What follows belongs to an exercise in optimizing a design on an open flow for small area and a short achievable clock period; a production flow would make more cautious choices. Where RTL was checked, it was by simulation tests only, not by an equivalence proof against the original. No functional check of the RTL was part of run 3. Power and IR drop assume default switching activity.

==> design/flow/config.mk <==
export PLATFORM = sky130hd
export DESIGN_NAME = latency_histogram_counters_top
export DESIGN_NICKNAME = latency_histogram_counters_top
export VERILOG_FILES = /design/flow/design.v
export SDC_FILE = /design/flow/constraint.sdc
export NUM_CORES = 4
export LEC_CHECK = 0
export CAP_MARGIN = 5
export CORE_MARGIN = 2
export CORE_UTILIZATION = 40
export CTS_BUF_LIST = sky130_fd_sc_hd__clkbuf_16
export CTS_CLUSTER_DIAMETER = 80
export CTS_CLUSTER_SIZE = 30
export SETUP_SLACK_MARGIN = 3.6
export SLEW_MARGIN = 5
==> design/flow/constraint.sdc <==
create_clock -name core_clock -period 6.0 [get_ports {clk_i}]
set_input_delay 1.2000 -clock core_clock [delete_from_list [all_inputs] [get_ports {clk_i}]]
set_output_delay 1.2000 -clock core_clock [all_outputs]
set_load 0.01 [all_outputs]
==> design/flow/design.v <==
package lhc_pkg;
  localparam int unsigned LIMIT_REGS = 7;
  localparam int unsigned CFG_IDX_W  = 3;
  localparam int unsigned CFG_DATA_W = 16;
  localparam int unsigned DUR_W      = 16;
  localparam int unsigned CNT_W      = 20;
  localparam int unsigned IDX_W      = 4;
  localparam logic [LIMIT_REGS*DUR_W-1:0] LIMIT_RESET = {
    16'd50000, 16'd20000, 16'd10000, 16'd5000,
    16'd2500, 16'd1000, 16'd500
  };
  localparam int unsigned IN_BEAT_W  = 3 + DUR_W;
  localparam int unsigned OUT_BEAT_W = IDX_W + CNT_W + 1;
  localparam int unsigned NUM_RESULTS = 14;
  localparam logic [2:0] CMD_RECORD   = 3'd0;
  localparam logic [2:0] CMD_TIMEOUT  = 3'd1;
  localparam logic [2:0] CMD_USER     = 3'd2;
  localparam logic [2:0] CMD_OVERFLOW = 3'd3;
  localparam logic [2:0] CMD_SNAPSHOT = 3'd4;
endpackage
module lhc_ctrl (
  input  logic       clk_i,
  input  logic       rst_ni,
  input  logic       in_valid_i,
  input  logic [2:0] command_i,
  output logic       in_stall_o,
  output logic       accept_o,
  input  logic       out_stall_i,
  output logic       out_valid_o,
  output logic       load_o,
  output logic [lhc_pkg::IDX_W-1:0] load_idx_o,
  output logic [lhc_pkg::IDX_W-1:0] out_idx_o,
  output logic       out_last_o
);
  localparam logic [lhc_pkg::IDX_W-1:0] LAST_IDX = lhc_pkg::IDX_W'(lhc_pkg::NUM_RESULTS - 1);
  logic dump_q, out_valid_q, last_q;
  logic [lhc_pkg::IDX_W-1:0] idx_q, oidx_q;
  logic snap, load, is_last;
  assign in_stall_o = dump_q;
  assign accept_o   = in_valid_i & ~dump_q;
  assign snap       = accept_o & (command_i == lhc_pkg::CMD_SNAPSHOT);
  assign load       = dump_q & (~out_valid_q | ~out_stall_i);
  assign is_last    = (idx_q == LAST_IDX);
  always_ff @(posedge clk_i or negedge rst_ni) begin
    if (!rst_ni) begin
      dump_q      <= 1'b0;
      out_valid_q <= 1'b0;
      idx_q       <= '0;
    end else begin
      dump_q      <= snap | (dump_q & ~(load & is_last));
      out_valid_q <= load | (out_valid_q & out_stall_i);
      if (load) idx_q <= is_last ? '0 : idx_q + 1'b1;
    end
  end
  always_ff @(posedge clk_i or negedge rst_ni) begin
    if (!rst_ni) begin
      oidx_q <= '0;
      last_q <= 1'b0;
    end else if (load) begin
      oidx_q <= idx_q;
      last_q <= is_last;
    end
  end
  assign load_o      = load;
  assign load_idx_o  = idx_q;
  assign out_valid_o = out_valid_q;
  assign out_idx_o   = oidx_q;
  assign out_last_o  = last_q;
endmodule
module lhc_dp (
  input  logic                  clk_i,
  input  logic                  rst_ni,
  input  logic                  cfg_we_i,
  input  logic [lhc_pkg::CFG_IDX_W-1:0]  cfg_index_i,
  input  logic [lhc_pkg::CFG_DATA_W-1:0] cfg_wdata_i,
  input  logic                  accept_i,
  input  logic [2:0]            command_i,
  input  logic [lhc_pkg::DUR_W-1:0] duration_i,
  input  logic                  load_i,
  input  logic [lhc_pkg::IDX_W-1:0] load_idx_i,
  output logic [lhc_pkg::CNT_W-1:0] out_value_o
);
  localparam int unsigned DUR_W = lhc_pkg::DUR_W;
  localparam int unsigned CNT_W = lhc_pkg::CNT_W;
  localparam int unsigned NLIM  = lhc_pkg::LIMIT_REGS;
  localparam int unsigned TLO_W = CNT_W / 2;
  function automatic logic [CNT_W-1:0] cnt_inc(input logic [CNT_W-1:0] q, input logic en);
    logic [CNT_W-1:0] ones;
    ones[0] = 1'b1;
    for (int i = 1; i < CNT_W; i++) ones[i] = ones[i-1] & q[i-1];
    cnt_inc = q ^ ({CNT_W{en}} & ones);
  endfunction
  logic             rec_a, tmo_a, usr_a, ovf_a, cwe_a;
  logic [DUR_W-1:0] dur_a, cdat_a;
  logic [2:0]       cidx_a;
  always_ff @(posedge clk_i or negedge rst_ni) begin
    if (!rst_ni) begin
      rec_a <= 1'b0;
      tmo_a <= 1'b0;
      usr_a <= 1'b0;
      ovf_a <= 1'b0;
      cwe_a <= 1'b0;
    end else begin
      rec_a <= accept_i & (command_i == lhc_pkg::CMD_RECORD);
      tmo_a <= accept_i & (command_i == lhc_pkg::CMD_TIMEOUT);
      usr_a <= accept_i & (command_i == lhc_pkg::CMD_USER);
      ovf_a <= accept_i & (command_i == lhc_pkg::CMD_OVERFLOW);
      cwe_a <= cfg_we_i & (cfg_index_i != 3'd7);
    end
  end
  always_ff @(posedge clk_i) begin
    dur_a  <= duration_i;
    cidx_a <= cfg_index_i;
    cdat_a <= cfg_wdata_i;
  end
  logic [DUR_W-1:0] limit_q [NLIM];
  always_ff @(posedge clk_i or negedge rst_ni) begin
    if (!rst_ni) begin
      for (int i = 0; i < NLIM; i++) begin
        limit_q[i] <= lhc_pkg::LIMIT_RESET[i*DUR_W +: DUR_W];
      end
    end else if (cwe_a) begin
      limit_q[cidx_a] <= cdat_a;
    end
  end
  logic [7:0] hit, hit_b;
  always_comb begin
    logic none;
    none = rec_a;
    for (int i = 0; i < NLIM; i++) begin
      hit[i] = none & (dur_a <= limit_q[i]);
      none   = none & ~(dur_a <= limit_q[i]);
    end
    hit[7] = none;
  end
  always_ff @(posedge clk_i or negedge rst_ni) begin
    if (!rst_ni) hit_b <= '0;
    else         hit_b <= hit;
  end
  logic [CNT_W-1:0] sample_q, timeout_q, user_q, ovfc_q;
  logic [TLO_W-1:0] tot_lo_q;
  logic [CNT_W-TLO_W-1:0] tot_hi_q;
  logic             tot_cy_q;
  logic [TLO_W:0]   tot_lo_sum;
  logic [DUR_W-1:0] peak_q;
  logic [CNT_W-1:0] bin_q [8];
  assign tot_lo_sum = {1'b0, tot_lo_q} + (rec_a ? (TLO_W+1)'(dur_a[TLO_W-1:0]) : '0);
  always_ff @(posedge clk_i or negedge rst_ni) begin
    if (!rst_ni) begin
      sample_q  <= '0;
      tot_lo_q  <= '0;
      tot_hi_q  <= '0;
      tot_cy_q  <= 1'b0;
      peak_q    <= '0;
      timeout_q <= '0;
      user_q    <= '0;
      ovfc_q    <= '0;
      for (int i = 0; i < 8; i++) bin_q[i] <= '0;
    end else begin
      sample_q  <= cnt_inc(sample_q, rec_a);
      timeout_q <= cnt_inc(timeout_q, tmo_a);
      user_q    <= cnt_inc(user_q, usr_a);
      ovfc_q    <= cnt_inc(ovfc_q, ovf_a);
      for (int i = 0; i < 8; i++) bin_q[i] <= cnt_inc(bin_q[i], hit_b[i]);
      {tot_cy_q, tot_lo_q} <= tot_lo_sum;
      tot_hi_q <= tot_hi_q + (rec_a ? (CNT_W-TLO_W)'(dur_a[DUR_W-1:TLO_W]) : '0)
                           + (CNT_W-TLO_W)'(tot_cy_q);
      if (rec_a && (dur_a > peak_q)) peak_q <= dur_a;
    end
  end
  logic [CNT_W-1:0] snap_val;
  always_comb begin
    case (load_idx_i)
      4'd0:    snap_val = sample_q;
      4'd1:    snap_val = {tot_hi_q, tot_lo_q};
      4'd2:    snap_val = CNT_W'(peak_q);
      4'd3:    snap_val = bin_q[0];
      4'd4:    snap_val = bin_q[1];
      4'd5:    snap_val = bin_q[2];
      4'd6:    snap_val = bin_q[3];
      4'd7:    snap_val = bin_q[4];
      4'd8:    snap_val = bin_q[5];
      4'd9:    snap_val = bin_q[6];
      4'd10:   snap_val = bin_q[7];
      4'd11:   snap_val = timeout_q;
      4'd12:   snap_val = user_q;
      default: snap_val = ovfc_q;
    endcase
  end
  always_ff @(posedge clk_i or negedge rst_ni) begin
    if (!rst_ni)     out_value_o <= '0;
    else if (load_i) out_value_o <= snap_val;
  end
endmodule
module latency_histogram_counters_top (
  input  logic                  clk_i,
  input  logic                  rst_ni,
  input  logic                  cfg_we_i,
  input  logic [lhc_pkg::CFG_IDX_W-1:0]  cfg_index_i,
  input  logic [lhc_pkg::CFG_DATA_W-1:0] cfg_wdata_i,
  input  logic                  in_valid_i,
  output logic                  in_stall_o,
  input  logic [lhc_pkg::IN_BEAT_W-1:0]  in_beat_i,
  output logic                  out_valid_o,
  input  logic                  out_stall_i,
  output logic [lhc_pkg::OUT_BEAT_W-1:0] out_beat_o
);
  logic accept, load, last;
  logic [lhc_pkg::IDX_W-1:0] load_idx, out_idx;
  logic [lhc_pkg::CNT_W-1:0] out_value;
  lhc_ctrl u_ctrl (
    .clk_i       (clk_i),
    .rst_ni      (rst_ni),
    .in_valid_i  (in_valid_i),
    .command_i   (in_beat_i[18:16]),
    .in_stall_o  (in_stall_o),
    .accept_o    (accept),
    .out_stall_i (out_stall_i),
    .out_valid_o (out_valid_o),
    .load_o      (load),
    .load_idx_o  (load_idx),
    .out_idx_o   (out_idx),
    .out_last_o  (last)
  );
  lhc_dp u_dp (
    .clk_i       (clk_i),
    .rst_ni      (rst_ni),
    .cfg_we_i    (cfg_we_i),
    .cfg_index_i (cfg_index_i),
    .cfg_wdata_i (cfg_wdata_i),
    .accept_i    (accept),
    .command_i   (in_beat_i[18:16]),
    .duration_i  (in_beat_i[15:0]),
    .load_i      (load),
    .load_idx_i  (load_idx),
    .out_value_o (out_value)
  );
  assign out_beat_o = {out_idx, out_value, last};
endmodule
==> design/flow/flow/run.sh <==
#!/bin/bash
# Own flow: the standard layout (standard synthesis included), except that
# the input and output ports are buffered with buf_2 cells instead of the
# delay-buffer cells port buffering otherwise picks. Each step's full output
# goes to a log file of its own in this folder.
set -euo pipefail
W=$PWD
bash standard.sh synth > "$W/synth.log" 2>&1
bash standard.sh "BUFFER_PORTS_ARGS=-buffer_cell sky130_fd_sc_hd__buf_2" finish > "$W/layout.log" 2>&1
==> design/flow/standard.sh <==
#!/bin/bash
# synth_recipe.tcl (not shown) runs the flow's synth.tcl, then flattens the netlist and writes it again
# the make line also repeats each setting of config.mk as NAME=value (left out here)
make -C /OpenROAD-flow-scripts/flow DESIGN_CONFIG=/design/flow/config.mk WORK_HOME=/design/flow/orfs CLKGATE_MAP_FILE= SYNTH_SCRIPT=/design/flow/synth_recipe.tcl "${@:-finish}"
==> tab_implementation.tex, run 1 <==
\begin{tabular}{lr}
\hline
Metric & Value \\
\hline
\multicolumn{2}{l}{\textbf{Synthesis}} \\
\quad Dominant synthesized flop cell & sky130\_fd\_sc\_hd\_\_dfrtp\_1 \\
\quad Synth cell types & 75 \\
\quad Post-Synthesis Cells & 2142 \\
\quad Syn Nets & 2343 \\
\quad Sequential share of the synthesized area & 50.1\% \\
\quad Mapped Avg Cell Area & roughly 11 sq um \\
\quad Number of flops mapped to enable cells by yosys & 0 \\
\quad Total standard cell area after synthesis & between 20000 and 25000 sq um \\
\quad Flops \& latches, synth & 468 \\
\quad Async set-reset flop share out of synthesis & 92.5\% \\
\quad Synth Warn \# & 4 \\
\multicolumn{2}{l}{\textbf{Clock tree}} \\
\quad Hold buffer count at CTS & 0 \\
\quad Number of levels the H-tree was split into & 1 \\
\quad Clock Latency Late Sink & 0.61 ns \\
\quad Clk Tree Root Cell & sky130\_fd\_sc\_hd\_\_clkbuf\_16 \\
\quad Number of buffers on the longest clock path & 3 \\
\quad CTS tree & built \\
\quad Clock Sinks & 468 \\
\quad CTS Buf Count & 29 \\
\quad Reg clk slew, reported paths & 0.12 ns \\
\multicolumn{2}{l}{\textbf{Setup path}} \\
\quad CP Buf/Inv Count & 1 \\
\quad Data arrival time at the worst-slack endpoint & 1.23 ns \\
\quad Crit path largest cell delay & around 0.45 ns \\
\quad CP max FO & 2 \\
\quad Startpoint type of the worst setup path & flip-flop \\
\quad Number of cells on the worst reg-to-reg path & 8 \\
\quad Capturing element type of the critical path & output pin \\
\quad CP top delay family & flip-flops \\
\quad Worst reg2reg path endpoint & u\_dp.hit\_b[4] \\
\quad Cell at the slowest stage of the critical path & sky130\_fd\_sc\_hd\_\_dfrtp\_1 \\
\quad Setup Crit Path Kind & flip-flop to output pin \\
\quad Cell-by-cell trace of the critical path & buf\_6 \\
\quad Crit Reg-Reg Startpoint & u\_dp.limit\_q[2][7] \\
\quad Data required time of the critical path & 4.80 ns \\
\quad Register-to-register path setup slack & 3.63 ns \\
\multicolumn{2}{l}{\textbf{Placed design}} \\
\quad DP HPWL & 42800 microns \\
\quad GPL Wtd Cong & 0.920 \\
\quad Quantity of I/O buffers inserted on ports & 69 \\
\quad Cell area after placement & 24400 sq um \\
\multicolumn{2}{l}{\textbf{Timing}} \\
\quad Number of hold-slack violations in the final timing report & 0 \\
\quad Final number of setup-violating endpoints & 0 \\
\quad Ratio of final minimum period to clock period & 40.4\% \\
\quad Max\_slew headroom & 25.6\% \\
\quad Hold\_ws & about 0.48 ns \\
\quad Unrepaired setup endpoints after global routing & true \\
\quad Post-Route Skew & 0.0316 ns \\
\quad Slew at the pin closest to its max-slew limit & 1.11 ns \\
\quad Setup tns final & 0 ns \\
\quad Fmax & 412 MHz \\
\quad Slew Limit Fails & 0 \\
\quad Time the final worst path needs with I/O delays and setup & 2.43 ns \\
\multicolumn{2}{l}{\textbf{GRT}} \\
\quad Vias in the first global route & $\sim$16000 \\
\quad Total grt overflow & 0 \\
\quad Maximum number of pins on one net before global-route repair & approximately 130 \\
\quad Global-route usage over all layers & 20.2\% \\
\quad First-pass GRT wire length & 94400 microns \\
\quad Number of antenna violations at the first check in global routing & 0 \\
\multicolumn{2}{l}{\textbf{Hold path}} \\
\quad Worst min-delay path startpoint & u\_dp.bin\_q[0][19] \\
\quad Type of the most critical hold path & flip-flop to flip-flop \\
\quad Hold Crit Endpoint & u\_dp.bin\_q[0][19] \\
\quad Cell depth of the worst min-delay path & 1 \\
\multicolumn{2}{l}{\textbf{Floorplan}} \\
\quad Die outline width & approximately 240 microns \\
\quad Cell row count & 88 \\
\quad Placeable Area & 57400 sq um \\
\quad Number of ports placed on the die boundary & 70 \\
\quad Die ar. & 59700 sq um \\
\quad Starting density of the core & 40.3\% \\
\quad Die span in y & 244 microns \\
\multicolumn{2}{l}{\textbf{Final layout}} \\
\quad Share of final-layout standard cells stronger than drive strength 1 & 16.8\% \\
\quad Cell area after layout & 25900 sq um \\
\quad Layout-stage area growth over the synthesis result & 12.1\% \\
\quad Number of inserted diodes & 0 \\
\quad NumNets Final & 2432 \\
\multicolumn{2}{l}{\textbf{Pwr}} \\
\quad Cell leakage power & 12.1 nW \\
\quad Power density relative to cell area & 320 nW/um\^{}2 \\
\quad Max IR drop VDD & 0.000248 V \\
\multicolumn{2}{l}{\textbf{Job}} \\
\quad Total of max-cap violations & 0 \\
\multicolumn{2}{l}{\textbf{Route}} \\
\quad Total wire length after detailed routing & 60000 microns \\
\quad 1st-pass router iterations & 6 \\
\quad DRC violation count after routing & 0 \\
\quad Number of nets still failing antenna checks after routing & 0 \\
\quad Routed vias & 16366 \\
\quad Initial detailed-routing violation count & 1204 \\
\quad Avg Vias per Cell & approximately 5.4 \\
\quad DR WL/cell & roughly 20 microns \\
\multicolumn{2}{l}{\textbf{Status}} \\
\quad Run status & finished clean \\
\hline
\end{tabular}
## metrics by stage
step | utilization [%] | total power, mW | instances | setup WS (ns)
finish | 45.2 | 8.28 | 3019 | 3.57
global route | 45.2 | 8.73 | 3019 | 3.53
floorplan | - | 5.15 | 2142 | 3.60
detailed placement | 42.5 | 5.93 | 2937 | 3.07
global placement | 42.5 | 5.85 | 2937 | 3.10
CTS | 44.7 | 8.24 | 3001 | 3.51
## synthesized netlist by cell type (all sizes together), types with 8 or more instances
library cell / n / share of area, %
dfrtp: 395 / 43
nand2: 220 / 3.6
inv: 167 / 2.7
xnor2: 158 / 6.0
ha: 155 / 8.4
o21ai: 113 / 2.5
nand3: 98 / 2.1
a22oi: 91 / 3.0
xor2: 84 / 3.2
nand4: 79 / 2.7
mux2: 68 / 3.3
nor2: 62 / 1.1
a21oi: 50 / 1.1
clkbuf: 40 / 0.65
dfstp: 38 / 4.3
dfxtp: 35 / 3.0
and3: 26 / 0.73
nor3: 26 / 0.56
and2: 21 / 0.57
and4: 19 / 0.74
buf: 18 / 0.41
a22o: 17 / 0.64
nor4: 17 / 0.79
a221oi: 15 / 0.57
nor2b: 11 / 0.30
a21o: 10 / 0.32
nand2b: 8 / 0.22
o211ai: 8 / 0.26
## report_power, final
part / switching [mW] / internal (mW)
registers: 0.424 / 3.61
logic: 1.17 / 0.818
clock network: 1.29 / 0.978
## kinds of logic (layout without fill, tap and decap cells)
group                      Yosys count  in the layout  share of synthesized area (%)
muxes                               73             73                           3.53
AOI/OAI and AO/OA                  362            362                           10.4
DFF                                468            468                           50.1
adders and majority gates          158            158                           8.65
xor gates and xnor gates           242            242                           9.17
buffers and inverters              225            337                           3.77
and+or+nand+nor                    614            614                           14.4
## per-layer routing
layer	wire, microns	track usage (%)	vias up	part of all wire [%]
met5	0	0	-	0
met4	1570	5.13	0	2.6
met3	3190	3.12	82	5.3
met2	28800	34.2	396	48
met1	26400	27.0	8183	44
li1	-	-	7705	-
## cell type report
type | count | area (sq um)
tap | 765 | 957
multi-input combinational | 1449 | 10900
clock buffer | 29 | 726
fill | 5356 | 31500
inverter | 167 | 627
timing repair buffer | 116 | 762
clock inverter | 25 | 293
sequential | 468 | 11600
## worst max-delay path by stage
stage	start	end	slack, ns	cells after the start
floorplan	u_dp.rec_a	u_dp.tot_hi_q[8]	3.60	12
global placement	out_stall_i	u_ctrl.dump_q	3.10	5
detailed placement	u_dp.dur_a[7]	u_dp.peak_q[15]	3.07	7
CTS	u_ctrl.dump_q	in_stall_o	3.51	1
global route	u_dp.out_value_o[19]	out_beat_o[20]	3.53	1
finish	u_dp.out_value_o[19]	out_beat_o[20]	3.57	1
## repair_timing
item	CTS	global route
resized for setup	46	35
endpoints found under the setup margin	66	51
setup buffers	10	18
pin swaps	8	24
cloned	0	0
endpoints found under the hold margin	0	0
## sequential cells by signal, indices dropped and copies added (netlist names), 3 cells and up
| name | cells |
|---|---|
| u_dp.cidx_a | 3 |
| u_dp.tot_hi_q | 10 |
| u_ctrl.oidx_q | 4 |
| u_ctrl.idx_q | 4 |
| u_dp.limit_q | 112 |
| u_dp.bin_q | 160 |
| u_dp.user_q | 20 |
| u_dp.peak_q | 16 |
| u_dp.cdat_a | 16 |
| u_dp.timeout_q | 20 |
| u_dp.out_value_o | 20 |
| u_dp.dur_a | 16 |
| u_dp.tot_lo_q | 10 |
| u_dp.ovfc_q | 20 |
| u_dp.sample_q | 20 |
| u_dp.hit_b | 8 |
## cell usage in the layout (no fill, tap or decap), drive strengths merged, types with 84 or more instances in the layout
| master | instances |
|---|---|
| xnor2 | 158 |
| xor2 | 84 |
| inv | 185 |
| dfrtp | 395 |
| o21ai | 113 |
| ha | 155 |
| nand3 | 98 |
| nand2 | 220 |
| buf | 116 |
| a22oi | 91 |
==> run 2: changes to the inputs <==
--- a/design/flow/config.mk
+++ b/design/flow/config.mk
@@ -5,11 +5,11 @@
 export SDC_FILE = /design/flow/constraint.sdc
 export NUM_CORES = 4
 export LEC_CHECK = 0
-export CAP_MARGIN = 5
+export CAP_MARGIN = 20
 export CORE_MARGIN = 2
 export CORE_UTILIZATION = 40
 export CTS_BUF_LIST = sky130_fd_sc_hd__clkbuf_16
 export CTS_CLUSTER_DIAMETER = 80
 export CTS_CLUSTER_SIZE = 30
 export SETUP_SLACK_MARGIN = 3.6
-export SLEW_MARGIN = 5
+export SLEW_MARGIN = 20
==> tab_implementation.tex, run 2 <==
\begin{tabular}{lr}
\hline
Metric & Value \\
\hline
\multicolumn{2}{l}{\textbf{Status}} \\
\quad Run status & finished clean \\
\multicolumn{2}{l}{\textbf{Pwr}} \\
\quad Cell leakage power & 12.0 nW (about the same) \\
\quad Clock network fraction of design power & 27.3\% (about the same) \\
\quad Power density relative to cell area & 319 nW/um\^{}2 (-0.16\%) \\
\quad Switching power summed over all nets & 2.87 mW (-0.34\%) \\
\quad Internal Power & 5.39 mW (-0.17\%) \\
\quad Proportion of total power due to net switching & 34.7\% (-0.039 points) \\
\quad Comb power frac & 23.9\% (about the same) \\
\quad Max IR drop VDD & 0.000247 V (-0.12\%) \\
\quad Reg power frac & 48.8\% (about the same) \\
\multicolumn{2}{l}{\textbf{Setup path}} \\
\quad Startpoint type of the worst setup path & flip-flop \\
\quad Capturing element type of the critical path & output pin \\
\quad Number of cells on the worst reg-to-reg path & 8 (unchanged) \\
\quad Cell-by-cell trace of the critical path & buf\_6 \\
\quad CP top delay family & flip-flops \\
\quad Crit Reg-Reg Startpoint & u\_dp.limit\_q[2][7] \\
\quad CP Buf/Inv Count & 1 (unchanged) \\
\quad Setup Crit Path Kind & flip-flop to output pin \\
\quad Data arrival time at the worst-slack endpoint & 1.23 ns (about the same) \\
\quad Cell at the slowest stage of the critical path & sky130\_fd\_sc\_hd\_\_dfrtp\_1 \\
\quad Register-to-register path setup slack & 3.64 ns (about the same) \\
\quad Data required time of the critical path & 4.80 ns (about the same) \\
\quad Worst reg2reg path endpoint & u\_dp.hit\_b[4] \\
\quad Crit path largest cell delay & 0.45 ns (about the same) \\
\quad CP max FO & 2 (unchanged) \\
\multicolumn{2}{l}{\textbf{Synthesis}} \\
\quad Synth cell types & 75 (unchanged) \\
\quad Post-Synthesis Cells & 2142 (unchanged) \\
\quad Leading post-synthesis cells by instance count & 395 x sky130\_fd\_sc\_hd\_\_dfrtp\_1, 220 x sky130\_fd\_sc\_hd\_\_nand2\_1, 167 x sky130\_fd\_sc\_hd\_\_inv\_1 \\
\quad Sequential share of the synthesized area & 50.1\% (unchanged) \\
\quad Synth top area cells & sky130\_fd\_sc\_hd\_\_dfrtp\_1 43\%, sky130\_fd\_sc\_hd\_\_ha\_1 8.4\%, sky130\_fd\_sc\_hd\_\_xnor2\_1 6.0\% \\
\quad Number of flops mapped to enable cells by yosys & 0 (unchanged) \\
\quad Async set-reset flop share out of synthesis & 92.5\% (unchanged) \\
\quad Dominant cell by count in the synthesized netlist & sky130\_fd\_sc\_hd\_\_dfrtp\_1 \\
\quad Syn Nets & 2343 (unchanged) \\
\quad Mapped Avg Cell Area & 10.8 sq um (unchanged) \\
\quad Synth Warn \# & 4 (unchanged) \\
\quad Flops \& latches, synth & 468 (unchanged) \\
\quad Area share of the leading cell type in the synthesized netlist & 42.8\% (unchanged) \\
\quad Dominant synthesized flop cell & sky130\_fd\_sc\_hd\_\_dfrtp\_1 \\
\quad Total standard cell area after synthesis & 23100 sq um (unchanged) \\
\quad Cell type contributing the most total cell area after synthesis & sky130\_fd\_sc\_hd\_\_dfrtp\_1 \\
\multicolumn{2}{l}{\textbf{GRT}} \\
\quad Maximum number of pins on one net before global-route repair & 128 (unchanged) \\
\quad Number of antenna violations at the first check in global routing & 0 (unchanged) \\
\quad Vias in the first global route & 16475 (unchanged) \\
\quad Total grt overflow & 0 (unchanged) \\
\quad Global-route usage over all layers & 20.2\% (unchanged) \\
\quad First-pass GRT wire length & 94400 microns (unchanged) \\
\multicolumn{2}{l}{\textbf{Floorplan}} \\
\quad Placeable Area & 57400 sq um (unchanged) \\
\quad Starting density of the core & 40.3\% (unchanged) \\
\quad Die span in y & 244 microns (unchanged) \\
\quad Number of ports placed on the die boundary & 70 (unchanged) \\
\quad Die outline width & 244 microns (unchanged) \\
\quad Cell row count & 88 (unchanged) \\
\quad Die ar. & 59700 sq um (unchanged) \\
\multicolumn{2}{l}{\textbf{Placed design}} \\
\quad DP HPWL & 42800 microns (unchanged) \\
\quad Quantity of I/O buffers inserted on ports & 69 (unchanged) \\
\quad GPL Wtd Cong & 0.920 (unchanged) \\
\multicolumn{2}{l}{\textbf{Final layout}} \\
\quad Flip-flop count of the largest register, all copies and words added & 160 (unchanged) \\
\quad Number of inserted diodes & 0 (unchanged) \\
\quad Share of final-layout standard cells stronger than drive strength 1 & 16.7\% (-0.074 points) \\
\quad Fill cells & 5360 (+0.075\%) \\
\quad Layout-stage area growth over the synthesis result & 12.0\% (about the same) \\
\quad Largest registers in the final layout & u\_dp.bin\_q: 160 flops, u\_dp.limit\_q: 112 flops \\
\quad Leading cell type in the layout, fill and taps excluded & sky130\_fd\_sc\_hd\_\_dfrtp\_1 \\
\quad NumNets Final & 2430 (-0.082\%) \\
\quad Leading cell types in the layout, fill and taps excluded & 389 x sky130\_fd\_sc\_hd\_\_dfrtp\_1, 218 x sky130\_fd\_sc\_hd\_\_nand2\_1, 165 x sky130\_fd\_sc\_hd\_\_inv\_1, 158 x sky130\_fd\_sc\_hd\_\_xnor2\_1, 152 x sky130\_fd\_sc\_hd\_\_ha\_1 \\
\quad Most flop-heavy register & u\_dp.bin\_q \\
\multicolumn{2}{l}{\textbf{Timing}} \\
\quad Slew at the pin closest to its max-slew limit & 1.03 ns (-0.0864 ns) \\
\quad Final number of setup-violating endpoints & 0 (unchanged) \\
\quad Max\_slew headroom & 31.2\% (+5.6 points) \\
\quad Hold\_ws & 0.474 ns (-0.00169 ns) \\
\quad Setup tns final & 0 ns (unchanged) \\
\quad Slew Limit Fails & 0 (unchanged) \\
\quad Time the final worst path needs with I/O delays and setup & 2.43 ns (+0.000580 ns) \\
\quad Post-Route Skew & 0.0334 ns (+0.00177 ns) \\
\quad Ratio of final minimum period to clock period & 40.4\% (about the same) \\
\quad Number of hold-slack violations in the final timing report & 0 (unchanged) \\
\quad Fmax & 412 MHz (about the same) \\
\quad Unrepaired setup endpoints after global routing & true \\
\multicolumn{2}{l}{\textbf{Route}} \\
\quad Routed vias & 16360 (-0.037\%) \\
\quad DRC violation count after routing & 0 (unchanged) \\
\quad Detailed-route wire length on metal 1 & 26300 microns (-0.36\%) \\
\quad Initial detailed-routing violation count & 1288 (+7.0\%) \\
\quad Total wire length after detailed routing & 59900 microns (-0.15\%) \\
\quad Uppermost routed layer & met4 \\
\quad Avg Vias per Cell & 5.42 (about the same) \\
\quad Routed length on met2 & 28900 microns (about the same) \\
\quad DR WL/cell & 19.9 microns (about the same) \\
\quad 1st-pass router iterations & 6 (unchanged) \\
\quad Number of nets still failing antenna checks after routing & 0 (unchanged) \\
\quad Met3 wire length & 3180 microns (-0.38\%) \\
\multicolumn{2}{l}{\textbf{Hold path}} \\
\quad Cell depth of the worst min-delay path & 1 (unchanged) \\
\quad Type of the most critical hold path & flip-flop to flip-flop \\
\quad Worst min-delay path startpoint & u\_dp.bin\_q[0][19] \\
\quad Hold Crit Endpoint & u\_dp.bin\_q[0][19] \\
\multicolumn{2}{l}{\textbf{Clock tree}} \\
\quad Hold buffer count at CTS & 0 (unchanged) \\
\quad CTS tree & built \\
\quad CTS Buf Count & 29 (unchanged) \\
\quad Number of levels the H-tree was split into & 1 (unchanged) \\
\quad Reg clk slew, reported paths & 0.12 ns (about the same) \\
\quad Clock Latency Late Sink & 0.61 ns (about the same) \\
\quad Clk Tree Root Cell & sky130\_fd\_sc\_hd\_\_clkbuf\_16 \\
\quad Number of buffers on the longest clock path & 3 (unchanged) \\
\quad Clock Sinks & 468 (unchanged) \\
\multicolumn{2}{l}{\textbf{Job}} \\
\quad Total of max-cap violations & 0 (unchanged) \\
\hline
\end{tabular}
-- run 2: layout make-up --
class	instances	area [sq um]	share of cell area, %
well taps	765	957	3.70
clock inverters	25	293	1.13
inverters	167	627	2.42
repair buffers	114	747	2.89
multi-input cells	1449	10900	42.2
clock buffers	29	726	2.80
flip-flops and latches	468	11600	44.9
-- run 2: layer usage --
layer,up-vias,GRT usage (%)
met2,384,34.2
met5,-,0
met1,8189,27.0
li1,7708,-
met3,79,3.12
met4,0,5.13
-- run 2: power by group through the flow --
| stage | Combinational, mW | Sequential (mW) | Clock, mW |
|---|---|---|---|
| detailed placement | 1.84 | 4.09 | 0 |
| global placement | 1.77 | 4.07 | 0 |
| finish | 1.97 | 4.03 | 2.26 |
| global route | 2.20 | 4.09 | 2.43 |
| CTS | 1.89 | 4.04 | 2.31 |
| floorplan | 1.24 | 3.91 | 0 |
-- run 2: per-stage QoR --
step	setup slack [ns]	total power [mW]	util, %	instances	instance area [sq um]
final	3.57	8.26	45.1	3017	25900
after global routing	3.53	8.72	45.1	3017	25900
after CTS	3.51	8.24	44.7	3001	25600
after detailed placement	3.07	5.93	42.5	2937	24400
after global placement	3.10	5.85	42.5	2937	24400
after floorplan	3.60	5.15	-	2142	23100
-- run 2: cells by family (layout without fill, tap and decap cells) --
group                      count (synthesis)  in the layout  share of synthesized area, %
muxes                                     73             73                          3.53
and+or+nand+nor                          614            614                          14.4
buffers and inverters                    225            335                          3.77
AOI/OAI and AO/OA                        362            362                          10.4
adders and majority gates                158            158                          8.65
DFF                                      468            468                          50.1
xor gates and xnor gates                 242            242                          9.17
-- run 2: worst max-delay path by stage --
| stage | start | to | cells after the start |
|---|---|---|---|
| after CTS | u_ctrl.dump_q | in_stall_o | 1 |
| final | u_dp.out_value_o[19] | out_beat_o[20] | 1 |
| after global routing | u_dp.out_value_o[19] | out_beat_o[20] | 1 |
| after detailed placement | u_dp.dur_a[7] | u_dp.peak_q[15] | 7 |
| after global placement | out_stall_i | u_ctrl.dump_q | 5 |
| after floorplan | u_dp.rec_a | u_dp.tot_hi_q[8] | 12 |
-- run 2: what timing repair did --
action / CTS / global route
setup buffers: 10 / 16
setup endpoints to repair: 66 / 51
cloned: 0 / 0
resized for setup: 46 / 34
pin swaps: 8 / 23
endpoints found under the hold margin: 0 / 0
==> run 3: changes to the inputs <==
--- a/design/flow/design.v
+++ b/design/flow/design.v
@@ -84,11 +84,25 @@
   localparam int unsigned CNT_W = lhc_pkg::CNT_W;
   localparam int unsigned NLIM  = lhc_pkg::LIMIT_REGS;
   localparam int unsigned TLO_W = CNT_W / 2;
+  localparam int unsigned SEG_W = 10;
+  localparam int unsigned NSLOW = 11;
   function automatic logic [CNT_W-1:0] cnt_inc(input logic [CNT_W-1:0] q, input logic en);
     logic [CNT_W-1:0] ones;
     ones[0] = 1'b1;
     for (int i = 1; i < CNT_W; i++) ones[i] = ones[i-1] & q[i-1];
     cnt_inc = q ^ ({CNT_W{en}} & ones);
+  endfunction
+  function automatic logic [SEG_W:0] seg_inc(input logic [SEG_W-1:0] q, input logic cin, input int w);
+    logic t;
+    seg_inc = '0;
+    t = cin;
+    for (int i = 0; i < SEG_W; i++) begin
+      if (i < w) begin
+        seg_inc[i] = q[i] ^ t;
+        t = t & q[i];
+      end
+    end
+    seg_inc[SEG_W] = t;
   endfunction
   logic             rec_a, tmo_a, usr_a, ovf_a, cwe_a;
   logic [DUR_W-1:0] dur_a, cdat_a;
@@ -138,6 +152,9 @@
     else         hit_b <= hit;
   end
   logic [CNT_W-1:0] sample_q, timeout_q, user_q, ovfc_q;
+  logic [NSLOW-1:0] slow_en;
+  logic [CNT_W-1:0] slow_q [NSLOW];
+  logic             slow_cy_q [NSLOW];
   logic [TLO_W-1:0] tot_lo_q;
   logic [CNT_W-TLO_W-1:0] tot_hi_q;
   logic             tot_cy_q;
@@ -152,21 +169,31 @@
       tot_hi_q  <= '0;
       tot_cy_q  <= 1'b0;
       peak_q    <= '0;
-      timeout_q <= '0;
-      user_q    <= '0;
-      ovfc_q    <= '0;
-      for (int i = 0; i < 8; i++) bin_q[i] <= '0;
+      for (int k = 0; k < NSLOW; k++) begin
+        slow_q[k]    <= '0;
+        slow_cy_q[k] <= 1'b0;
+      end
     end else begin
       sample_q  <= cnt_inc(sample_q, rec_a);
-      timeout_q <= cnt_inc(timeout_q, tmo_a);
-      user_q    <= cnt_inc(user_q, usr_a);
-      ovfc_q    <= cnt_inc(ovfc_q, ovf_a);
-      for (int i = 0; i < 8; i++) bin_q[i] <= cnt_inc(bin_q[i], hit_b[i]);
+      for (int k = 0; k < NSLOW; k++) begin
+        logic [SEG_W:0] s0, s1;
+        s0 = seg_inc(slow_q[k][9:0], slow_en[k], 10);
+        s1 = seg_inc(slow_q[k][19:10], slow_cy_q[k], 10);
+        slow_q[k]    <= {s1[9:0], s0[9:0]};
+        slow_cy_q[k] <= s0[SEG_W];
+      end
       {tot_cy_q, tot_lo_q} <= tot_lo_sum;
       tot_hi_q <= tot_hi_q + (rec_a ? (CNT_W-TLO_W)'(dur_a[DUR_W-1:TLO_W]) : '0)
                            + (CNT_W-TLO_W)'(tot_cy_q);
       if (rec_a && (dur_a > peak_q)) peak_q <= dur_a;
     end
+  end
+  assign slow_en = {ovf_a, usr_a, tmo_a, hit_b};
+  always_comb begin
+    for (int i = 0; i < 8; i++) bin_q[i] = slow_q[i];
+    timeout_q = slow_q[8];
+    user_q    = slow_q[9];
+    ovfc_q    = slow_q[10];
   end
   logic [CNT_W-1:0] snap_val;
   always_comb begin
==> tab_implementation.tex, run 3 <==
\begin{tabular}{lr}
\hline
Metric & Value \\
\hline
\multicolumn{2}{l}{\textbf{Timing}} \\
\quad Post-Route Skew & 0.0202 ns (-0.0132 ns) \\
\quad Unrepaired setup endpoints after global routing & true \\
\quad Slew Limit Fails & 0 (unchanged) \\
\quad Max\_slew headroom & 33.1\% (+1.9 points) \\
\quad Final number of setup-violating endpoints & 0 (unchanged) \\
\quad Ratio of final minimum period to clock period & 40.2\% (-0.24 points) \\
\quad Slew at the pin closest to its max-slew limit & 0.998 ns (-0.0286 ns) \\
\quad Time the final worst path needs with I/O delays and setup & 2.41 ns (-0.0147 ns) \\
\quad Fmax & 415 MHz (+0.61\%) \\
\quad Setup tns final & 0 ns (unchanged) \\
\quad Number of hold-slack violations in the final timing report & 0 (unchanged) \\
\multicolumn{2}{l}{\textbf{Placed design}} \\
\quad GPL Wtd Cong & 0.866 (-5.9\%) \\
\quad Quantity of I/O buffers inserted on ports & 69 (unchanged) \\
\quad DP HPWL & 40900 microns (-4.4\%) \\
\quad Cell area after placement & 23900 sq um (-2.0\%) \\
\multicolumn{2}{l}{\textbf{Final layout}} \\
\quad Leading cell types in the layout, fill and taps excluded & 399 x sky130\_fd\_sc\_hd\_\_dfrtp\_1, 181 x sky130\_fd\_sc\_hd\_\_ha\_1, 145 x sky130\_fd\_sc\_hd\_\_inv\_1, 144 x sky130\_fd\_sc\_hd\_\_nand2\_1, 111 x sky130\_fd\_sc\_hd\_\_ha\_2 \\
\quad Leading cell type in the layout, fill and taps excluded & sky130\_fd\_sc\_hd\_\_dfrtp\_1 \\
\quad NumNets Final & 2370 (-2.5\%) \\
\quad Largest registers in the final layout & u\_dp.slow\_q: 220 flops, u\_dp.limit\_q: 112 flops \\
\quad Core occupancy in the finished layout & 47.1\% (+2.0 points) \\
\quad Flip-flop count of the largest register, all copies and words added & 220 (+38\%) \\
\quad Cell area after layout & 26500 sq um (+2.2\%) \\
\quad Number of inserted diodes & 0 (unchanged) \\
\quad Share of final-layout standard cells stronger than drive strength 1 & 27.1\% (+10 points) \\
\quad Layout-stage area growth over the synthesis result & 17.0\% \\
\quad Most flop-heavy register & u\_dp.slow\_q \\
\quad Area occupied by registers & 11900 sq um (+2.4\%) \\
\quad Area of the multi-input gates & 11200 sq um (+2.3\%) \\
\quad Fill cells & 5111 (-4.6\%) \\
\multicolumn{2}{l}{\textbf{Clock tree}} \\
\quad Hold buffer count at CTS & 0 (unchanged) \\
\quad Number of levels the H-tree was split into & 1 (unchanged) \\
\quad Clock Latency Late Sink & 0.61 ns (about the same) \\
\quad Clock Sinks & 479 (+2.4\%) \\
\quad Clk Tree Root Cell & sky130\_fd\_sc\_hd\_\_clkbuf\_16 \\
\quad Reg clk slew, reported paths & 0.11 ns (about the same) \\
\quad Number of buffers on the longest clock path & 3 (unchanged) \\
\quad CTS tree & built \\
\quad CTS Buf Count & 27 (-6.9\%) \\
\multicolumn{2}{l}{\textbf{Synthesis}} \\
\quad Mapped Avg Cell Area & 12.1 sq um (+12\%) \\
\quad Dominant cell by count in the synthesized netlist & sky130\_fd\_sc\_hd\_\_dfrtp\_1 \\
\quad Synth cell types & 77 (+2.7\%) \\
\quad Leading post-synthesis cells by instance count & 406 x sky130\_fd\_sc\_hd\_\_dfrtp\_1, 353 x sky130\_fd\_sc\_hd\_\_ha\_1, 146 x sky130\_fd\_sc\_hd\_\_nand2\_1 \\
\quad Largest family of logic cells by synthesized area & adder cells \\
\quad Async set-reset flop share out of synthesis & 92.7\% (+0.17 points) \\
\quad Area share of the leading cell type in the synthesized netlist & 44.9\% (+2.2 points) \\
\quad Share of the synthesized area in compound gates (AO/OA/AOI/OAI) & 10.8\% (+0.43 points) \\
\quad XOR/XNOR share of the synthesized area & 1.70\% (-7.5 points) \\
\quad Flops \& latches, synth & 479 (+2.4\%) \\
\quad Sequential share of the synthesized area & 52.4\% (+2.3 points) \\
\quad Dominant synthesized flop cell & sky130\_fd\_sc\_hd\_\_dfrtp\_1 \\
\quad Total standard cell area after synthesis & 22600 sq um (-2.1\%) \\
\quad Synth Warn \# & 6 (+2) \\
\quad Post-synthesis adder-cell area fraction & 19.8\% (+11 points) \\
\quad Post-synthesis simple-gate area fraction & 8.11\% (-6.3 points) \\
\quad Syn Nets & 2266 (-3.3\%) \\
\quad Post-Synthesis Cells & 1867 (-13\%) \\
\quad Synth top area cells & sky130\_fd\_sc\_hd\_\_dfrtp\_1 45\%, sky130\_fd\_sc\_hd\_\_ha\_1 20\%, sky130\_fd\_sc\_hd\_\_dfstp\_2 4.4\% \\
\quad Cell type contributing the most total cell area after synthesis & sky130\_fd\_sc\_hd\_\_dfrtp\_1 \\
\quad Multiplexer share of the synthesized area & 3.52\% (-0.0057 points) \\
\quad Number of flops mapped to enable cells by yosys & 0 (unchanged) \\
\multicolumn{2}{l}{\textbf{Setup path}} \\
\quad Number of cells on the worst reg-to-reg path & 8 (unchanged) \\
\quad Setup Crit Path Kind & flip-flop to flip-flop \\
\quad First element of the critical path & u\_dp.limit\_q[2][11] \\
\quad Startpoint type of the worst setup path & flip-flop \\
\quad Crit Reg-Reg Startpoint & u\_dp.limit\_q[2][11] \\
\quad Capturing element type of the critical path & flip-flop \\
\quad Worst reg2reg path endpoint & u\_dp.hit\_b[2] \\
\quad Capture point of the worst path & u\_dp.hit\_b[2] \\
\quad Cell-by-cell trace of the critical path & inv\_1, ha\_4, nand4\_1, or4\_1, o22ai\_1, a31oi\_1, buf\_4, nor3b\_1 \\
\quad CP max FO & 2 (unchanged) \\
\quad Crit path largest cell delay & 0.53 ns (+0.08 ns) \\
\quad Register-to-register path setup slack & 3.59 ns (-0.05 ns) \\
\quad Cell at the slowest stage of the critical path & sky130\_fd\_sc\_hd\_\_dfstp\_2 \\
\quad Data arrival time at the worst-slack endpoint & 2.89 ns (+1.66 ns) \\
\quad Data required time of the critical path & 6.48 ns (+1.68 ns) \\
\multicolumn{2}{l}{\textbf{Pwr}} \\
\quad Cell leakage power & 12.7 nW (+5.3\%) \\
\quad Proportion of total power due to net switching & 34.3\% (-0.37 points) \\
\quad Internal Power & 5.55 mW (+2.9\%) \\
\quad Total power draw & 8.45 mW (+2.3\%) \\
\quad Power density relative to cell area & 320 nW/um\^{}2 (+0.11\%) \\
\quad Clock network fraction of design power & 25.7\% (-1.6 points) \\
\quad Comb power frac & 25.4\% (+1.5 points) \\
\quad Max IR drop VDD & 0.000266 V (+7.5\%) \\
\quad Switching power summed over all nets & 2.90 mW (+1.2\%) \\
\quad Reg power frac & 48.9\% (about the same) \\
\multicolumn{2}{l}{\textbf{GRT}} \\
\quad Maximum number of pins on one net before global-route repair & 134 (+4.7\%) \\
\quad Number of antenna violations at the first check in global routing & 1 (+1) \\
\quad Total grt overflow & 0 (unchanged) \\
\quad Global-route usage over all layers & 19.6\% (-0.54 points) \\
\quad Vias in the first global route & 15512 (-5.8\%) \\
\quad First-pass GRT wire length & 89800 microns (-4.9\%) \\
\multicolumn{2}{l}{\textbf{Job}} \\
\quad Total of max-cap violations & 0 (unchanged) \\
\multicolumn{2}{l}{\textbf{Route}} \\
\quad DR WL/cell & 21.1 microns (+6.0\%) \\
\quad Initial detailed-routing violation count & 999 (-22\%) \\
\quad Number of nets still failing antenna checks after routing & 0 (unchanged) \\
\quad 1st-pass router iterations & 7 (+1) \\
\quad Avg Vias per Cell & 5.41 (-0.32\%) \\
\quad DRC violation count after routing & 0 (unchanged) \\
\quad Routed vias & 14853 (-9.2\%) \\
\quad Total wire length after detailed routing & 57900 microns (-3.5\%) \\
\multicolumn{2}{l}{\textbf{Floorplan}} \\
\quad Starting density of the core & 40.3\% (about the same) \\
\quad Die outline width & 242 microns (-1.1\%) \\
\quad Cell row count & 87 (-1.1\%) \\
\quad Placeable Area & 56200 sq um (-2.1\%) \\
\quad Die span in y & 242 microns (-1.1\%) \\
\quad Die ar. & 58500 sq um (-2.1\%) \\
\quad Number of ports placed on the die boundary & 70 (unchanged) \\
\multicolumn{2}{l}{\textbf{Hold path}} \\
\quad Cell depth of the worst min-delay path & 2 (+1) \\
\quad Type of the most critical hold path & flip-flop to flip-flop \\
\multicolumn{2}{l}{\textbf{Status}} \\
\quad Run status & finished clean \\
\hline
\end{tabular}
-- run 3: cell types whose count changed in the layout (fill, tap and decap cells not counted), moves of 35 or more --
cell,change
sky130_fd_sc_hd__nand4_1,-35
sky130_fd_sc_hd__nand2_1,-74
sky130_fd_sc_hd__ha_2,+111
sky130_fd_sc_hd__nand3_1,-70
sky130_fd_sc_hd__xnor2_1,-135
sky130_fd_sc_hd__ha_4,+58
sky130_fd_sc_hd__xor2_1,-63
-- run 3: layer usage --
| layer | vias up | share of wire (%) | track usage, % |
|---|---|---|---|
| li1 | 6919 | - | - |
| met1 | 7524 | 45 | 26.7 |
| met2 | 324 | 49 | 32.9 |
| met3 | 84 | 4.3 | 2.55 |
| met4 | 2 | 2.4 | 5.70 |
| met5 | - | 0.022 | 0 |
-- run 3: what timing repair did --
item,CTS,global route
endpoints found under the hold margin,0,0
pin swaps,31,35
endpoints found under the setup margin,113,89
gates resized for setup,186,89
setup buffers,21,24
gates cloned,0,1
-- run 3: worst min-delay path by stage --
stage	startpoint	to	slack, ns
after global placement	u_dp.slow_cy_q[1]	u_dp.slow_q[1][10]	0.45
final	u_dp.out_value_o[9]	u_dp.out_value_o[9]	0.48
after CTS	u_dp.slow_q[0][19]	u_dp.slow_q[0][19]	0.48
after global routing	u_dp.slow_cy_q[5]	u_dp.slow_q[5][10]	0.50
after detailed placement	u_dp.slow_cy_q[3]	u_dp.slow_q[3][10]	0.46
after floorplan	u_dp.tot_hi_q[9]	u_dp.tot_hi_q[9]	0.44
-- run 3: cells by family (layout without fill, tap and decap cells) --
| logic type | count (synthesis) | in the layout |
|---|---|---|
| adders and majority gates | 356 | 356 |
| and+or+nand+nor | 349 | 349 |
| buffers and inverters | 203 | 328 |
| AOI/OAI and AO/OA | 365 | 365 |
| xor gates and xnor gates | 44 | 44 |
| DFF | 479 | 479 |
| muxes | 71 | 71 |
-- run 3: critical path: cells and delay by family, from the launching register on --
| family | cells | cell delay (ns) |
|---|---|---|
| fa+ha+maj | 1 | 0.28 |
| flops | 1 | 0.53 |
| compound gates | 2 | 0.23 |
| buf+inv | 2 | 0.24 |
| simple gates | 3 | 1.01 |
-- run 3: cell type report --
class,count,area share [%]
Clock buffer,27,2.55
Tap cell,756,3.57
Timing Repair Buffer,133,3.55
Clock inverter,23,1.05
Inverter,145,2.07
Sequential cell,479,45.0
Multi-Input combinational cell,1185,42.2
-- run 3: through the flow --
| step | hold slack (ns) | worst slack (ns) | instances |
|---|---|---|---|
| 6_report | 0.476 | 3.59 | 2748 |
| 5_1_grt | 0.500 | 3.51 | 2748 |
| 4_1_cts | 0.479 | 3.57 | 2722 |
| 3_5_place_dp | 0.458 | 3.05 | 2651 |
| 3_3_place_gp | 0.451 | 3.12 | 2651 |
| 2_1_floorplan | 0.441 | 3.60 | 1867 |
-- run 3: power by group through the flow --
stage / Combinational, mW / Clock [mW] / Sequential [mW]
after global routing: 2.39 / 2.35 / 4.19
after global placement: 1.88 / 0 / 4.18
final: 2.15 / 2.17 / 4.13
after floorplan: 1.36 / 0 / 3.99
after detailed placement: 1.94 / 0 / 4.20
after CTS: 2.04 / 2.23 / 4.13
==> run 4: changes to the inputs <==
--- a/design/flow/design.v
+++ b/design/flow/design.v
@@ -84,7 +84,7 @@
   localparam int unsigned CNT_W = lhc_pkg::CNT_W;
   localparam int unsigned NLIM  = lhc_pkg::LIMIT_REGS;
   localparam int unsigned TLO_W = CNT_W / 2;
-  localparam int unsigned SEG_W = 10;
+  localparam int unsigned SEG_W = 7;
   localparam int unsigned NSLOW = 11;
   function automatic logic [CNT_W-1:0] cnt_inc(input logic [CNT_W-1:0] q, input logic en);
     logic [CNT_W-1:0] ones;
@@ -154,7 +154,7 @@
   logic [CNT_W-1:0] sample_q, timeout_q, user_q, ovfc_q;
   logic [NSLOW-1:0] slow_en;
   logic [CNT_W-1:0] slow_q [NSLOW];
-  logic             slow_cy_q [NSLOW];
+  logic [1:0]       slow_cy_q [NSLOW];
   logic [TLO_W-1:0] tot_lo_q;
   logic [CNT_W-TLO_W-1:0] tot_hi_q;
   logic             tot_cy_q;
@@ -171,16 +171,17 @@
       peak_q    <= '0;
       for (int k = 0; k < NSLOW; k++) begin
         slow_q[k]    <= '0;
-        slow_cy_q[k] <= 1'b0;
+        slow_cy_q[k] <= '0;
       end
     end else begin
       sample_q  <= cnt_inc(sample_q, rec_a);
       for (int k = 0; k < NSLOW; k++) begin
-        logic [SEG_W:0] s0, s1;
-        s0 = seg_inc(slow_q[k][9:0], slow_en[k], 10);
-        s1 = seg_inc(slow_q[k][19:10], slow_cy_q[k], 10);
-        slow_q[k]    <= {s1[9:0], s0[9:0]};
-        slow_cy_q[k] <= s0[SEG_W];
+        logic [SEG_W:0] s0, s1, s2;
+        s0 = seg_inc(slow_q[k][6:0], slow_en[k], 7);
+        s1 = seg_inc(slow_q[k][13:7], slow_cy_q[k][0], 7);
+        s2 = seg_inc({1'b0, slow_q[k][19:14]}, slow_cy_q[k][1], 6);
+        slow_q[k]    <= {s2[5:0], s1[6:0], s0[6:0]};
+        slow_cy_q[k] <= {s1[SEG_W], s0[SEG_W]};
       end
       {tot_cy_q, tot_lo_q} <= tot_lo_sum;
       tot_hi_q <= tot_hi_q + (rec_a ? (CNT_W-TLO_W)'(dur_a[DUR_W-1:TLO_W]) : '0)
--- a/design/flow/config.mk
+++ b/design/flow/config.mk
@@ -11,5 +11,5 @@
 export CTS_BUF_LIST = sky130_fd_sc_hd__clkbuf_16
 export CTS_CLUSTER_DIAMETER = 80
 export CTS_CLUSTER_SIZE = 30
-export SETUP_SLACK_MARGIN = 3.6
+export SETUP_SLACK_MARGIN = 3.45
 export SLEW_MARGIN = 20
==> tab_implementation.tex, run 4 <==
\begin{tabular}{lr}
\hline
Metric & Value \\
\hline
\multicolumn{2}{l}{\textbf{Status}} \\
\quad Run status & finished clean \\
\multicolumn{2}{l}{\textbf{Final layout}} \\
\quad Flip-flop count of the largest register, all copies and words added & 220 (unchanged) \\
\quad Most flop-heavy register & u\_dp.slow\_q \\
\quad Largest registers in the final layout & u\_dp.slow\_q: 220 flops, u\_dp.limit\_q: 112 flops, u\_dp.slow\_cy\_q: 22 flops \\
\quad Leading cell types in the layout, fill and taps excluded & 411 x sky130\_fd\_sc\_hd\_\_dfrtp\_1, 353 x sky130\_fd\_sc\_hd\_\_ha\_1, 151 x sky130\_fd\_sc\_hd\_\_nand2\_1, 147 x sky130\_fd\_sc\_hd\_\_inv\_1, 103 x sky130\_fd\_sc\_hd\_\_a22oi\_1 \\
\quad NumNets Final & 2365 (-0.21\%) \\
\quad Leading cell type in the layout, fill and taps excluded & sky130\_fd\_sc\_hd\_\_dfrtp\_1 \\
\quad Layout-stage area growth over the synthesis result & 11.1\% \\
\quad Area occupied by registers & 12200 sq um (+2.2\%) \\
\quad Area of the multi-input gates & 10000 sq um (-10\%) \\
\quad Number of inserted diodes & 0 (unchanged) \\
\quad Share of final-layout standard cells stronger than drive strength 1 & 15.8\% (-11 points) \\
\quad Fill cells & 5169 (+1.1\%) \\
\multicolumn{2}{l}{\textbf{Clock tree}} \\
\quad Clk Tree Root Cell & sky130\_fd\_sc\_hd\_\_clkbuf\_16 \\
\quad CTS tree & built \\
\quad Clock Sinks & 490 (+2.3\%) \\
\quad Number of buffers on the longest clock path & 3 (unchanged) \\
\quad Hold buffer count at CTS & 0 (unchanged) \\
\quad CTS Buf Count & 27 (unchanged) \\
\quad Number of levels the H-tree was split into & 1 (unchanged) \\
\quad Clock Latency Late Sink & 0.61 ns (about the same) \\
\quad Reg clk slew, reported paths & 0.10 ns (about the same) \\
\multicolumn{2}{l}{\textbf{Timing}} \\
\quad Slew at the pin closest to its max-slew limit & 1.08 ns (+0.0840 ns) \\
\quad Fmax & 406 MHz (-2.1\%) \\
\quad Slew Limit Fails & 0 (unchanged) \\
\quad Post-Route Skew & 0.0300 ns (+0.00978 ns) \\
\quad Max\_slew headroom & 27.7\% (-5.4 points) \\
\quad Time the final worst path needs with I/O delays and setup & 2.47 ns (+0.0529 ns) \\
\quad Unrepaired setup endpoints after global routing & true \\
\quad Number of hold-slack violations in the final timing report & 0 (unchanged) \\
\quad Final number of setup-violating endpoints & 0 (unchanged) \\
\quad Setup tns final & 0 ns (unchanged) \\
\quad Ratio of final minimum period to clock period & 41.1\% (+0.88 points) \\
\multicolumn{2}{l}{\textbf{Route}} \\
\quad Number of nets still failing antenna checks after routing & 0 (unchanged) \\
\quad 1st-pass router iterations & 7 (unchanged) \\
\quad DR WL/cell & 20.8 microns (-1.2\%) \\
\quad Avg Vias per Cell & 5.40 (about the same) \\
\quad Initial detailed-routing violation count & 950 (-4.9\%) \\
\quad Routed vias & 14816 (-0.25\%) \\
\quad DRC violation count after routing & 0 (unchanged) \\
\quad Total wire length after detailed routing & 57100 microns (-1.4\%) \\
\multicolumn{2}{l}{\textbf{Setup path}} \\
\quad Capturing element type of the critical path & flip-flop \\
\quad Data arrival time at the worst-slack endpoint & 2.96 ns (+0.07 ns) \\
\quad CP max FO & 16 (+14) \\
\quad Startpoint type of the worst setup path & flip-flop \\
\quad Setup Crit Path Kind & flip-flop to flip-flop \\
\quad Data required time of the critical path & 6.50 ns (+0.02 ns) \\
\multicolumn{2}{l}{\textbf{Job}} \\
\quad Total of max-cap violations & 0 (unchanged) \\
\multicolumn{2}{l}{\textbf{Synthesis}} \\
\quad Number of flops mapped to enable cells by yosys & 0 (unchanged) \\
\quad Dominant cell by count in the synthesized netlist & sky130\_fd\_sc\_hd\_\_dfrtp\_1 \\
\quad Total standard cell area after synthesis & 22800 sq um (+0.87\%) \\
\quad Syn Nets & 2285 (+0.84\%) \\
\quad Mapped Avg Cell Area & 12.1 sq um (-0.15\%) \\
\quad Dominant synthesized flop cell & sky130\_fd\_sc\_hd\_\_dfrtp\_1 \\
\quad Leading post-synthesis cells by instance count & 417 x sky130\_fd\_sc\_hd\_\_dfrtp\_1, 353 x sky130\_fd\_sc\_hd\_\_ha\_1, 152 x sky130\_fd\_sc\_hd\_\_nand2\_1 \\
\quad Area share of the leading cell type in the synthesized netlist & 45.7\% (+0.82 points) \\
\quad Cell type contributing the most total cell area after synthesis & sky130\_fd\_sc\_hd\_\_dfrtp\_1 \\
\quad Post-Synthesis Cells & 1886 (+1.0\%) \\
\quad Sequential share of the synthesized area & 53.2\% (+0.76 points) \\
\quad Async set-reset flop share out of synthesis & 92.9\% (+0.16 points) \\
\quad Synth top area cells & sky130\_fd\_sc\_hd\_\_dfrtp\_1 46\%, sky130\_fd\_sc\_hd\_\_ha\_1 19\%, sky130\_fd\_sc\_hd\_\_dfstp\_2 4.4\% \\
\quad Synth cell types & 70 (-9.1\%) \\
\quad Synth Warn \# & 6 (unchanged) \\
\quad Flops \& latches, synth & 490 (+2.3\%) \\
\multicolumn{2}{l}{\textbf{Floorplan}} \\
\quad Starting density of the core & 40.5\% (+0.19 points) \\
\quad Die ar. & 59000 sq um (+0.85\%) \\
\quad Number of ports placed on the die boundary & 70 (unchanged) \\
\quad Die outline width & 243 microns (+0.43\%) \\
\quad Die span in y & 243 microns (+0.43\%) \\
\quad Placeable Area & 56400 sq um (+0.39\%) \\
\quad Cell row count & 87 (unchanged) \\
\multicolumn{2}{l}{\textbf{Placed design}} \\
\quad DP HPWL & 41300 microns (+0.89\%) \\
\quad GPL Wtd Cong & 0.866 (about the same) \\
\quad Quantity of I/O buffers inserted on ports & 69 (unchanged) \\
\multicolumn{2}{l}{\textbf{GRT}} \\
\quad Global-route usage over all layers & 19.6\% (-0.058 points) \\
\quad Total grt overflow & 0 (unchanged) \\
\quad Vias in the first global route & 15141 (-2.4\%) \\
\quad Number of antenna violations at the first check in global routing & 0 (-1) \\
\quad Maximum number of pins on one net before global-route repair & 153 (+14\%) \\
\quad First-pass GRT wire length & 89300 microns (-0.56\%) \\
\multicolumn{2}{l}{\textbf{Pwr}} \\
\quad Total power draw & 8.30 mW (-1.8\%) \\
\quad Max IR drop VDD & 0.000215 V (-19\%) \\
\quad Cell leakage power & 13.2 nW (+4.4\%) \\
\quad Power density relative to cell area & 328 nW/um\^{}2 (+2.5\%) \\
\multicolumn{2}{l}{\textbf{Hold path}} \\
\quad Type of the most critical hold path & flip-flop to flip-flop \\
\hline
\end{tabular}
[run 4: path summary, 6_finish.rpt]
check | from | end | slack [ns] | cells past startpoint
setup / recovery | u_ctrl.idx_q[1] | u_dp.out_value_o[18] | 3.53 | 6
hold / removal | u_dp.slow_q[1][19] | u_dp.slow_q[1][19] | 0.48 | 1
setup reg to reg | u_ctrl.idx_q[1] | u_dp.out_value_o[18] | 3.53 | 6
hold reg to reg | u_dp.slow_q[1][19] | u_dp.slow_q[1][19] | 0.48 | 1
max in group asynchronous | rst_ni | u_dp.limit_q[5][15] | 4.12 | 2
min in group asynchronous | rst_ni | u_ctrl.idx_q[3] | 0.54 | 1
[run 4: layout make-up]
class / instances / share of cell area (%)
tap: 756 / 3.73
timing repair buffer: 108 / 2.76
clock inverter: 22 / 1.14
sequential: 490 / 48.0
clock buffer: 27 / 2.67
inverter: 146 / 2.18
multi-input combinational: 1193 / 39.5
[run 4: through the flow]
| step | utilization [%] | area, sq um | setup WS [ns] | hold WS [ns] | std cells |
|---|---|---|---|---|---|
| 6_report | 44.9 | 25300 | 3.53 | 0.477 | 2742 |
| 5_1_grt | 44.9 | 25300 | 3.40 | 0.491 | 2742 |
| 4_1_cts | 44.9 | 25300 | 3.46 | 0.478 | 2740 |
| 3_5_place_dp | 42.9 | 24200 | 2.97 | 0.454 | 2680 |
| 3_3_place_gp | 42.9 | 24200 | 3.11 | 0.449 | 2680 |
| 2_1_floorplan | - | 22800 | 3.45 | 0.442 | 1886 |
[run 4: per-layer routing]
layer / wire length (microns) / share of wire (%) / global-route usage [%]
met1: 25000 / 44 / 25.6
met2: 28100 / 49 / 34.1
met3: 2540 / 4.4 / 2.95
met4: 1470 / 2.6 / 4.78
met5: 0 / 0 / 0
[run 4: where the power goes]
group	switching [mW]	leakage [nW]	internal (mW)
registers	0.405	6.29	3.75
clock network	1.25	0.476	0.952
logic	1.17	6.48	0.773
total	2.83	13.2	5.48
[run 4: logic make-up (layout without fill, tap and decap cells)]
logic type | after synthesis | count (layout) | synth area share (%)
flip-flops | 490 | 490 | 53.2
AO/OA/AOI/OAI | 361 | 361 | 10.5
multiplexers | 72 | 72 | 3.54
XOR/XNOR | 44 | 44 | 1.69
AND/OR/NAND/NOR | 360 | 360 | 7.95
adder cells (fa/ha/maj) | 356 | 356 | 19.6
buffers and inverters | 203 | 303 | 3.52
[run 4: what timing repair did]
item	4_1_cts	5_1_grt
endpoints found under the setup margin	51	25
buffers inserted	11	2
resized for setup	23	12
pin swaps	2	2
[run 4: critical path, stage by stage (launching register included)]
cell                       delay (ns)
sky130_fd_sc_hd__dfrtp_2         0.58
sky130_fd_sc_hd__or2_2           0.40
sky130_fd_sc_hd__nor3b_2         0.10
sky130_fd_sc_hd__buf_4           0.22
sky130_fd_sc_hd__a221oi_1        0.57
sky130_fd_sc_hd__a31oi_1         0.19
sky130_fd_sc_hd__mux2_2          0.29
==> run 5: changes to the inputs <==
--- a/design/flow/config.mk
+++ b/design/flow/config.mk
@@ -11,5 +11,5 @@
 export CTS_BUF_LIST = sky130_fd_sc_hd__clkbuf_16
 export CTS_CLUSTER_DIAMETER = 80
 export CTS_CLUSTER_SIZE = 30
-export SETUP_SLACK_MARGIN = 3.45
+export SETUP_SLACK_MARGIN = 3.7
 export SLEW_MARGIN = 20
==> tab_implementation.tex, run 5 <==
\begin{tabular}{lr}
\hline
Metric & Value \\
\hline
\multicolumn{2}{l}{\textbf{Route}} \\
\quad Number of nets still failing antenna checks after routing & 0 (unchanged) \\
\quad 1st-pass router iterations & 5 (-2) \\
\quad Initial detailed-routing violation count & 1027 (+8.1\%) \\
\quad Routed vias & 15115 (+2.0\%) \\
\quad Total wire length after detailed routing & 58400 microns (+2.4\%) \\
\quad DRC violation count after routing & 0 (unchanged) \\
\quad Avg Vias per Cell & 5.40 (about the same) \\
\quad DR WL/cell & 20.9 microns (+0.30\%) \\
\multicolumn{2}{l}{\textbf{Final layout}} \\
\quad Largest registers in the final layout & u\_dp.slow\_q: 220 flops, u\_dp.limit\_q: 112 flops, u\_dp.slow\_cy\_q: 22 flops \\
\quad Layout-stage area growth over the synthesis result & 15.1\% \\
\quad Number of inserted diodes & 0 (unchanged) \\
\quad Core occupancy in the finished layout & 46.6\% (+1.6 points) \\
\quad Flip-flop count of the largest register, all copies and words added & 220 (unchanged) \\
\multicolumn{2}{l}{\textbf{Hold path}} \\
\quad Type of the most critical hold path & flip-flop to flip-flop \\
\multicolumn{2}{l}{\textbf{Floorplan}} \\
\quad Number of ports placed on the die boundary & 70 (unchanged) \\
\multicolumn{2}{l}{\textbf{Synthesis}} \\
\quad Post-Synthesis Cells & 1886 (unchanged) \\
\quad Async set-reset flop share out of synthesis & 92.9\% (unchanged) \\
\quad Syn Nets & 2285 (unchanged) \\
\quad Flops \& latches, synth & 490 (unchanged) \\
\quad Sequential share of the synthesized area & 53.2\% (unchanged) \\
\quad Area share of the leading cell type in the synthesized netlist & 45.7\% (unchanged) \\
\multicolumn{2}{l}{\textbf{Timing}} \\
\quad Fmax & 414 MHz (+2.1\%) \\
\quad Final number of setup-violating endpoints & 0 (unchanged) \\
\quad Slew Limit Fails & 0 (unchanged) \\
\quad Fin worst setup slack & 3.59 ns (+0.0505 ns) \\
\quad Slew at the pin closest to its max-slew limit & 1.02 ns (-0.0608 ns) \\
\quad Ratio of final minimum period to clock period & 40.2\% (-0.84 points) \\
\quad Setup tns final & 0 ns (unchanged) \\
\quad Time the final worst path needs with I/O delays and setup & 2.41 ns (-0.0505 ns) \\
\multicolumn{2}{l}{\textbf{Pwr}} \\
\quad Total power draw & 8.73 mW (+5.1\%) \\
\quad Cell leakage power & 13.6 nW (+2.9\%) \\
\quad Max IR drop VDD & 0.000252 V (+17\%) \\
\multicolumn{2}{l}{\textbf{Clock tree}} \\
\quad Hold buffer count at CTS & 0 (unchanged) \\
\quad Clk Tree Root Cell & sky130\_fd\_sc\_hd\_\_clkbuf\_16 \\
\quad Clock Sinks & 490 (unchanged) \\
\quad Number of buffers on the longest clock path & 3 (unchanged) \\
\quad CTS Buf Count & 29 (+7.4\%) \\
\multicolumn{2}{l}{\textbf{Placed design}} \\
\quad Dpl cells & 2679 (-0.037\%) \\
\quad Cell area after placement & 24200 sq um (about the same) \\
\quad Setup Slack @ Placement & 2.94 ns (-0.0285 ns) \\
\multicolumn{2}{l}{\textbf{GRT}} \\
\quad Vias in the first global route & 15696 (+3.7\%) \\
\multicolumn{2}{l}{\textbf{Job}} \\
\quad Total of max-cap violations & 0 (unchanged) \\
\multicolumn{2}{l}{\textbf{Status}} \\
\quad Run status & finished clean \\
\multicolumn{2}{l}{\textbf{Setup path}} \\
\quad Cell at the slowest stage of the critical path & sky130\_fd\_sc\_hd\_\_dfrtp\_1 \\
\quad Setup Crit Path Kind & flip-flop to output pin \\
\quad CP Buf/Inv Count & 1 (unchanged) \\
\quad Capturing element type of the critical path & output pin \\
\quad Crit path largest cell delay & 0.43 ns (-0.15 ns) \\
\quad Cell-by-cell trace of the critical path & buf\_2 \\
\hline
\end{tabular}
[run 5: cell counts after synthesis]
Identical to the previous run, type by type.
[run 5: repair_timing]
item | in CTS | in global routing
endpoints found under the setup margin | 87 | 78
resized for setup | 58 | 65
hold endpoints to repair | 0 | 0
pin swaps | 11 | 27
buffers inserted | 34 | 31
[run 5: kinds of logic after synthesis]
group | synth area share [%]
xor+xnor | 1.69
simple gates | 7.95
compound gates | 10.5
buf+inv | 3.52
mux | 3.54
flops | 53.2
fa+ha+maj | 19.6
[run 5: where the power goes]
| part | internal (mW) | leakage, nW | switching [mW] | total [mW] |
|---|---|---|---|---|
| sequential | 3.75 | 6.29 | 0.387 | 4.14 |
| combinational | 0.941 | 6.81 | 1.27 | 2.21 |
| clock | 1.04 | 0.531 | 1.34 | 2.38 |
| total | 5.73 | 13.6 | 2.99 | 8.73 |
[run 5: layout make-up]
cell class                 instances  area (sq um)
fill                            5230         30100
clock buffer                      29           726
sequential                       490         12200
timing repair buffer             160          1140
multi-input combinational       1193         10300
tap                              756           946
inverter                         146           552
clock inverter                    25           375
[run 5: routing by layer]
| metal | vias to the layer above | global-route usage [%] | wire [microns] |
|---|---|---|---|
| met3 | 95 | 2.75 | 2400 |
| met4 | 0 | 6.39 | 1920 |
| li1 | 7039 | - | - |
| met1 | 7674 | 26.1 | 25900 |
| met2 | 307 | 33.8 | 28200 |
| met5 | - | 0 | 0 |
[run 5: final timing paths]
path / start / endpoint / slack, ns / depth (start not counted)
max in group asynchronous: rst_ni / u_dp.rec_a / 4.11 / 2
setup / recovery: u_dp.out_value_o[11] / out_beat_o[12] / 3.59 / 1
min in group asynchronous: rst_ni / u_ctrl.dump_q / 0.59 / 1
hold / removal: u_dp.ovf_a / u_dp.slow_q[10][0] / 0.47 / 1
setup reg to reg: u_dp.limit_q[2][7] / u_dp.hit_b[7] / 3.67 / 9
hold reg to reg: u_dp.ovf_a / u_dp.slow_q[10][0] / 0.47 / 1

Setup slack of run 5, layout unchanged: 3.586 ns with ideal ports, 3.522 ns with driving cells assumed (clock clkbuf_16, inputs buf_2), 3.404 ns with port delays also shifted by the 0.680 ns mid clock arrival.
